Background: an optimization exercise with open tools, aiming at small area, a short achievable clock period and few clock cycles per item. Do not read the settings as production practice. Function was checked by simulation only, so behaviour that the tests miss may differ from the original. Power is estimated from default activity; no workload was simulated.

==> run B <==
## ldpc_dec_top
module ldpc_dec_top (
  input  logic         clk,
  input  logic         rst,
  input  logic         cyc,
  input  logic         stb,
  input  logic         we,
  input  logic [7:0]   adr,
  input  logic [31:0]  dat_w,
  output logic [31:0]  dat_r,
  output logic         ack
);
  localparam int NW  = 20;
  localparam int ND  = 18;
  localparam int NG  = 2;              
  localparam int GS  = ND / NG;        
  localparam int CW  = $clog2(GS);
  logic [7:0]     w [NW];
  logic           ready, run;
  logic [CW-1:0]  cnt;
  logic           last;
  logic           req, wr, in_win, is_stat, go;
  logic [NW-1:0]  asel, sel;
  logic [7:0]     gm [NG];
  logic [7:0]     gf [NG];
  logic [7:0]     cm;
  logic [7:0]     rw;
  assign req     = cyc & stb;
  assign ack     = req;
  assign wr      = req & we;
  assign in_win  = adr < 8'(NW);
  assign is_stat = adr == 8'h41;
  assign go      = wr & (adr == 8'h40) & dat_w[0];
  assign last    = cnt == CW'(GS - 1);
  always_comb begin
    for (int i = 0; i < NW; i++) begin
      asel[i] = adr == 8'(i);
      if (i < ND)
        sel[i] = run ? (cnt == CW'(i % GS)) : asel[i];
      else
        sel[i] = ~run & asel[i];
    end
  end
  always_comb begin
    for (int g = 0; g < NG; g++) begin
      gm[g] = '0;
      for (int j = 0; j < GS; j++)
        gm[g] = gm[g] | ({8{sel[g*GS+j]}} & w[g*GS+j]);
    end
    cm = '0;
    for (int i = ND; i < NW; i++)
      cm = cm | ({8{sel[i]}} & w[i]);
    rw = cm;
    for (int g = 0; g < NG; g++)
      rw = rw | gm[g];
  end
  for (genvar g = 0; g < NG; g++) begin : g_unit
    ldpc_fdec u_f (.x(gm[g]), .y(gf[g]));
  end
  always_comb begin
    if (in_win)
      dat_r = {{24{rw[7]}}, rw};
    else if (is_stat)
      dat_r = {31'b0, ready | (run & last)};
    else
      dat_r = '0;
  end
  always_ff @(posedge clk) begin
    for (int i = 0; i < NW; i++) begin
      if (i < ND && run) begin
        if (cnt == CW'(i % GS))
          w[i] <= gf[i / GS];
      end else if (wr && asel[i]) begin
        w[i] <= dat_w[7:0];
      end
    end
  end
  always_ff @(posedge clk) begin
    if (rst) begin
      run   <= 1'b0;
      ready <= 1'b0;
      cnt   <= '0;
  ...
==> module ldpc_dec_top, before the edit <==
module ldpc_dec_top (
  input  logic         clk,
  input  logic         rst,
  input  logic         cyc,
  input  logic         stb,
  input  logic         we,
  input  logic [7:0]   adr,
  input  logic [31:0]  dat_w,
  output logic [31:0]  dat_r,
  output logic         ack
);
  localparam int NW  = 20;
  localparam int ND  = 18;
  localparam int NG  = 2;              
  localparam int GS  = ND / NG;        
  localparam int CW  = $clog2(GS);
  logic [7:0]     w [NW];
  logic           ready, run;
  logic [CW-1:0]  cnt;
  logic           last;
  logic           req, wr, in_win, is_stat, go;
  logic [NW-1:0]  asel, sel;
  logic [7:0]     gm [NG];
  logic [7:0]     gf [NG];
  logic [7:0]     cm;
  logic [7:0]     rw;
  assign req     = cyc & stb;
  assign ack     = req;
  assign wr      = req & we;
  assign in_win  = adr < 8'(NW);
  assign is_stat = adr == 8'h41;
  assign go      = wr & (adr == 8'h40) & dat_w[0];
  assign last    = cnt == CW'(GS - 1);
  always_comb begin
    for (int i = 0; i < NW; i++) begin
      asel[i] = adr == 8'(i);
      if (i < ND)
        sel[i] = run ? (cnt == CW'(i % GS)) : asel[i];
      else
        sel[i] = ~run & asel[i];
    end
  end
  always_comb begin
    for (int g = 0; g < NG; g++) begin
      gm[g] = '0;
      for (int j = 0; j < GS; j++)
        gm[g] = gm[g] | ({8{sel[g*GS+j]}} & w[g*GS+j]);
    end
    cm = '0;
    for (int i = ND; i < NW; i++)
      cm = cm | ({8{sel[i]}} & w[i]);
    rw = cm;
    for (int g = 0; g < NG; g++)
      rw = rw | gm[g];
  end
  for (genvar g = 0; g < NG; g++) begin : g_unit
    ldpc_fdec u_f (.x(gm[g]), .y(gf[g]));
  end
  always_comb begin
    if (in_win)
      dat_r = {{24{rw[7]}}, rw};
    else if (is_stat)
      dat_r = {31'b0, ready | (run & last)};
    else
      dat_r = '0;
  end
  always_ff @(posedge clk) begin
    for (int i = 0; i < NW; i++) begin
      if (i < ND && run) begin
        if (cnt == CW'(i % GS))
          w[i] <= gf[i / GS];
      end else if (wr && asel[i]) begin
        w[i] <= dat_w[7:0];
      end
    end
  end
  always_ff @(posedge clk) begin
    if (rst) begin
      run   <= 1'b0;
      ready <= 1'b0;
      cnt   <= '0;
    end else if (run) begin
      cnt <= cnt + 1'b1;
      if (last) begin
        run   <= 1'b0;
        ready <= 1'b1;
        cnt   <= '0;
      end
    end else if (go) begin
      run   <= 1'b1;
      ready <= 1'b0;
      cnt   <= '0;
    end else if (wr && in_win) begin
      ready <= 1'b0;
    end
  end
endmodule
Settings: LEC_CHECK=0, CAP_MARGIN=20, CORE_MARGIN=2, CORE_UTILIZATION=40, SLEW_MARGIN=20; clock period 4.0 ns.
run.sh (not shown) runs the stock make flow with config.mk's settings and CLKGATE_MAP_FILE= SYNTH_SCRIPT=/design/flow/synth_recipe.tcl, a recipe that flattens the netlist after the stock synthesis.
==> run D (differences from run B) <==
--- a/flow/design.v
+++ b/flow/design.v
@@ -1,4 +1,43 @@
 `timescale 1ns/1ns
+module ldpc_adec (
+  input  logic [7:0]                  adr,
+  input  logic                        off,
+  output logic [20-1:0]     asel
+);
+  logic [3:0] p;   
+  logic [4:0] q;   
+  always_comb begin
+    for (int j = 0; j < 4; j++)
+      p[j] = adr[1:0] == 2'(j);
+    for (int k = 0; k < 5; k++)
+      q[k] = ~off & (adr[7:2] == 6'(k));
+    for (int i = 0; i < 20; i++)
+      asel[i] = p[i % 4] & q[i / 4];
+  end
+endmodule
+`timescale 1ns/1ns
+module ldpc_rmux #(
+  parameter int NG = 2,
+  parameter int GS = 9
+) (
+  input  logic [8*20-1:0]   w,
+  input  logic [20-1:0]     sel,
+  output logic [8*NG-1:0]             gm,
+  output logic [7:0]                  rw
+);
+  always_comb begin
+    rw = '0;
+    for (int g = 0; g < NG; g++) begin
+      gm[g*8 +: 8] = '0;
+      for (int j = 0; j < GS; j++)
+        gm[g*8 +: 8] = gm[g*8 +: 8] | ({8{sel[g*GS+j]}} & w[(g*GS+j)*8 +: 8]);
+      rw = rw | gm[g*8 +: 8];
+    end
+    for (int i = NG*GS; i < 20; i++)
+      rw = rw | ({8{sel[i]}} & w[i*8 +: 8]);
+  end
+endmodule
+`timescale 1ns/1ns
 module ldpc_fdec (
   input  logic [7:0] x,
   output logic [7:0] y
@@ -324,65 +363,59 @@
   output logic [31:0]  dat_r,
   output logic         ack
 );
-  localparam int NW  = 20;
-  localparam int ND  = 18;
-  localparam int NG  = 2;              
-  localparam int GS  = ND / NG;        
-  localparam int CW  = $clog2(GS);
+  localparam int NW   = 20;
+  localparam int ND   = 18;
+  localparam int NG   = 2;              
+  localparam int GS   = ND / NG;        
+  localparam int PIPE = 1;              
   logic [7:0]     w [NW];
   logic           ready, run;
-  logic [CW-1:0]  cnt;
-  logic           last;
-  logic           req, wr, in_win, is_stat, go;
+  logic [GS:0]    ring;                 
+  logic [GS-1:0]  rph;                  
+  logic [GS-1:0]  wph;                  
+  logic           wlast;                
+  logic           req, wr, is_stat, go;
   logic [NW-1:0]  asel, sel;
   logic [7:0]     gm [NG];
+  logic [7:0]     gq [NG];
   logic [7:0]     gf [NG];
-  logic [7:0]     cm;
-  logic [7:0]     rw;
+  logic [7:0]     rw, rd;
   assign req     = cyc & stb;
   assign ack     = req;
   assign wr      = req & we;
-  assign in_win  = adr < 8'(NW);
   assign is_stat = adr == 8'h41;
   assign go      = wr & (adr == 8'h40) & dat_w[0];
-  assign last    = cnt == CW'(GS - 1);
+  ldpc_adec u_adec (.adr(adr), .off(run), .asel(asel));
+  assign rph   = ring[GS-1:0];
+  assign wph   = ring[GS:1];
+  assign wlast = ring[GS];
   always_comb begin
-    for (int i = 0; i < NW; i++) begin
-      asel[i] = adr == 8'(i);
-      if (i < ND)
-        sel[i] = run ? (cnt == CW'(i % GS)) : asel[i];
-      else
-        sel[i] = ~run & asel[i];
-    end
+    for (int i = 0; i < NW; i++)
+      sel[i] = asel[i] | ((i < ND) ? rph[i % GS] : 1'b0);
   end
+  logic [8*NW-1:0] wflat;
+  logic [8*NG-1:0] gmflat;
   always_comb begin
-    for (int g = 0; g < NG; g++) begin
-      gm[g] = '0;
-      for (int j = 0; j < GS; j++)
-        gm[g] = gm[g] | ({8{sel[g*GS+j]}} & w[g*GS+j]);
-    end
-    cm = '0;
-    for (int i = ND; i < NW; i++)
-      cm = cm | ({8{sel[i]}} & w[i]);
-    rw = cm;
+    for (int i = 0; i < NW; i++)
+      wflat[i*8 +: 8] = w[i];
     for (int g = 0; g < NG; g++)
-      rw = rw | gm[g];
+      gm[g] = gmflat[g*8 +: 8];
   end
+  ldpc_rmux #(.NG(NG), .GS(GS)) u_rmux (.w(wflat), .sel(sel), .gm(gmflat), .rw(rw));
   for (genvar g = 0; g < NG; g++) begin : g_unit
-    ldpc_fdec u_f (.x(gm[g]), .y(gf[g]));
-  end
-  always_comb begin
-    if (in_win)
-      dat_r = {{24{rw[7]}}, rw};
-    else if (is_stat)
-      dat_r = {31'b0, ready | (run & last)};
-    else
-      dat_r = '0;
+    if (PIPE) begin : g_pipe
+      always_ff @(posedge clk) gq[g] <= gm[g];
+    end else begin : g_comb
+      assign gq[g] = gm[g];
+    end
+    ldpc_fdec u_f (.x(gq[g]), .y(gf[g]));
   end
+  assign rd    = rw & {8{~run}};
+  assign dat_r = {{24{rd[7]}}, rd[7:1], rd[0] | (is_stat & (ready | wlast))};
   always_ff @(posedge clk) begin
     for (int i = 0; i < NW; i++) begin
       if (i < ND && run) begin
-        if (cnt == CW'(i % GS))
+        if (wph[i % GS])
           w[i] <= gf[i / GS];
       end else if (wr && asel[i]) begin
         w[i] <= dat_w[7:0];
@@ -393,19 +426,18 @@
     if (rst) begin
       run   <= 1'b0;
       ready <= 1'b0;
-      cnt   <= '0;
+      ring  <= '0;
     end else if (run) begin
-      cnt <= cnt + 1'b1;
-      if (last) begin
+      ring <= ring << 1;
+      if (wlast) begin
         run   <= 1'b0;
         ready <= 1'b1;
-        cnt   <= '0;
       end
     end else if (go) begin
       run   <= 1'b1;
       ready <= 1'b0;
-      cnt   <= '0;
-    end else if (wr && in_win) begin
+      ring  <= (GS+1)'(1);
+    end else if (wr && asel != '0) begin
       ready <= 1'b0;
     end
   end
Settings changed: ABC_AREA from default to 1, SETUP_SLACK_MARGIN from default to 1.5, SYNTH_HIERARCHICAL from default to 1, SYNTH_MINIMUM_KEEP_SIZE from default to 0.
==> run A (differences from run B) <==
--- a/flow/design.v
+++ b/flow/design.v
@@ -324,65 +324,65 @@
   output logic [31:0]  dat_r,
   output logic         ack
 );
-  localparam int NW  = 20;
-  localparam int ND  = 18;
-  localparam int NG  = 2;              
-  localparam int GS  = ND / NG;        
-  localparam int CW  = $clog2(GS);
+  localparam int NW   = 20;
+  localparam int ND   = 18;
+  localparam int NG   = 2;              
+  localparam int GS   = ND / NG;        
+  localparam int PIPE = 1;              
   logic [7:0]     w [NW];
   logic           ready, run;
-  logic [CW-1:0]  cnt;
-  logic           last;
-  logic           req, wr, in_win, is_stat, go;
+  logic [GS:0]    ring;                 
+  logic [GS-1:0]  rph;                  
+  logic [GS-1:0]  wph;                  
+  logic           wlast;                
+  logic           req, wr, lo_ok, is_stat, go;
   logic [NW-1:0]  asel, sel;
   logic [7:0]     gm [NG];
+  logic [7:0]     gq [NG];
   logic [7:0]     gf [NG];
-  logic [7:0]     cm;
-  logic [7:0]     rw;
+  logic [7:0]     rw, rd;
   assign req     = cyc & stb;
   assign ack     = req;
   assign wr      = req & we;
-  assign in_win  = adr < 8'(NW);
   assign is_stat = adr == 8'h41;
   assign go      = wr & (adr == 8'h40) & dat_w[0];
-  assign last    = cnt == CW'(GS - 1);
+  assign lo_ok = (adr[7:5] == 3'b000) & ~run;
   always_comb begin
-    for (int i = 0; i < NW; i++) begin
-      asel[i] = adr == 8'(i);
-      if (i < ND)
-        sel[i] = run ? (cnt == CW'(i % GS)) : asel[i];
-      else
-        sel[i] = ~run & asel[i];
-    end
+    for (int i = 0; i < NW; i++)
+      asel[i] = lo_ok & (adr[4:0] == 5'(i));
   end
+  assign rph   = ring[GS-1:0];
+  assign wph   = ring[GS:1];
+  assign wlast = ring[GS];
   always_comb begin
+    for (int i = 0; i < NW; i++)
+      sel[i] = asel[i] | ((i < ND) ? rph[i % GS] : 1'b0);
+  end
+  always_comb begin
+    rw = '0;
     for (int g = 0; g < NG; g++) begin
       gm[g] = '0;
       for (int j = 0; j < GS; j++)
         gm[g] = gm[g] | ({8{sel[g*GS+j]}} & w[g*GS+j]);
+      rw = rw | gm[g];
     end
-    cm = '0;
     for (int i = ND; i < NW; i++)
-      cm = cm | ({8{sel[i]}} & w[i]);
-    rw = cm;
-    for (int g = 0; g < NG; g++)
-      rw = rw | gm[g];
+      rw = rw | ({8{sel[i]}} & w[i]);
   end
   for (genvar g = 0; g < NG; g++) begin : g_unit
-    ldpc_fdec u_f (.x(gm[g]), .y(gf[g]));
-  end
-  always_comb begin
-    if (in_win)
-      dat_r = {{24{rw[7]}}, rw};
-    else if (is_stat)
-      dat_r = {31'b0, ready | (run & last)};
-    else
-      dat_r = '0;
+    if (PIPE) begin : g_pipe
+      always_ff @(posedge clk) gq[g] <= gm[g];
+    end else begin : g_comb
+      assign gq[g] = gm[g];
+    end
+    ldpc_fdec u_f (.x(gq[g]), .y(gf[g]));
   end
+  assign rd    = rw & {8{~run}};
+  assign dat_r = {{24{rd[7]}}, rd[7:1], rd[0] | (is_stat & (ready | wlast))};
   always_ff @(posedge clk) begin
     for (int i = 0; i < NW; i++) begin
       if (i < ND && run) begin
-        if (cnt == CW'(i % GS))
+        if (wph[i % GS])
           w[i] <= gf[i / GS];
       end else if (wr && asel[i]) begin
         w[i] <= dat_w[7:0];
@@ -393,19 +393,18 @@
     if (rst) begin
       run   <= 1'b0;
       ready <= 1'b0;
-      cnt   <= '0;
+      ring  <= '0;
     end else if (run) begin
-      cnt <= cnt + 1'b1;
-      if (last) begin
+      ring <= ring << 1;
+      if (wlast) begin
         run   <= 1'b0;
         ready <= 1'b1;
-        cnt   <= '0;
       end
     end else if (go) begin
       run   <= 1'b1;
       ready <= 1'b0;
-      cnt   <= '0;
-    end else if (wr && in_win) begin
+      ring  <= (GS+1)'(1);
+    end else if (wr && asel != '0) begin
       ready <= 1'b0;
     end
   end
Settings changed: ABC_AREA from default to 1, CORE_UTILIZATION 40 to 58, CTS_BUF_LIST from default to sky130_fd_sc_hd__clkbuf_4 sky130_fd_sc_hd__clkbuf_8, SETUP_SLACK_MARGIN from default to 1.5.
==> run_results.csv <==
group,metric,value,unit
global_route,grt_util_met2,0.525,
timing,setup_ws,-0.205,ns
timing,setup_violations,118,
logic_synthesis,yosys_warnings,6,
cells_and_area,multi_input_area,6790,sq um
run_status,status,"finished with violations",
logic_synthesis,synth.area.mux_share,0.0546,
power,switchingPower,1090,uW
placement,gp_congestion,1.05,
run_status,so_faults,"negative setup slack",
cells_and_area,final_nets,1644,
cells_and_area,utilization,0.638,
-- figures above: run B

==> run_results.csv <==
group,metric,value,unit
cells_and_area,utilization,0.505,
placement,gp_congestion,0.943,
logic_synthesis,synth.area.mux_share,0,
floorplan,rows,59,
cells_and_area,fin_cells,1716,
logic_synthesis,yosys_warnings,16,
power,switchingPower,890,uW
timing,setup_violations,0,
cells_and_area,multi_input_area,4650,sq um
run_status,status,"timing/DRC/antenna clean",
global_route,grt_util_met2,0.331,
timing,setup_ws,0.514,ns
-- figures above: run D

==> run_results.csv <==
group,metric,value,unit
power,p_total,3680,uW
logic_synthesis,syn_area,10000,sq um
cells_and_area,final_nets,1355,
global_route,use_met3,0.0516,
critical_path,worstReg2RegStart,"run",
run_status,status,"timing/DRC/antenna clean",
power,switchingPower,913,uW
critical_path,r2r_cells,26,
logic_synthesis,yosys_warnings,8,
logic_synthesis,synth.area.mux_share,0,
timing,setup_ws,0.445,ns
detailed_routing,wl,30600,um
cells_and_area,multi_input_area,4440,sq um
-- figures above: run A

Testbench counts of run B, summed over its fixed seeds: cycles 2,944, items 64.
Testbench counts of run D, summed over its fixed seeds: cycles 3,008, items 64.
Testbench counts of run A, summed over its fixed seeds: cycles 3,008, items 64.

-- static timing again, ports no longer ideal --
Ports are ideal in the flow. The routed layouts listed here were re-timed in OpenROAD. Step 1 sets driving cells, clkbuf_16 on the clock port and buf_2 on the other inputs (assumed; they add their load-dependent delay and slew). Step 2 moves the port delays by t, midway between the first and last clock arrival at a register: inputs arrive t later, outputs are due t later. That takes back most of the time a late clock gives input paths. Slacks: ideal / step 1 / step 2; pairs: ideal / step 1.
run	t, ns	slack for setup (ns)	worst setup path at the end
run B	0.481	-0.205 / -0.248 / -0.659	input to register
run D	0.465	0.514 / 0.483 / 0.483	input to output
run A	0.488	0.445 / 0.406 / -0.038	input to register
With both steps, setup timing fails in run A, where it was met with ideal ports. For run A, which loses most, drivers alone change the setup slack by -0.039 ns; drivers and shift together by -0.483 ns.
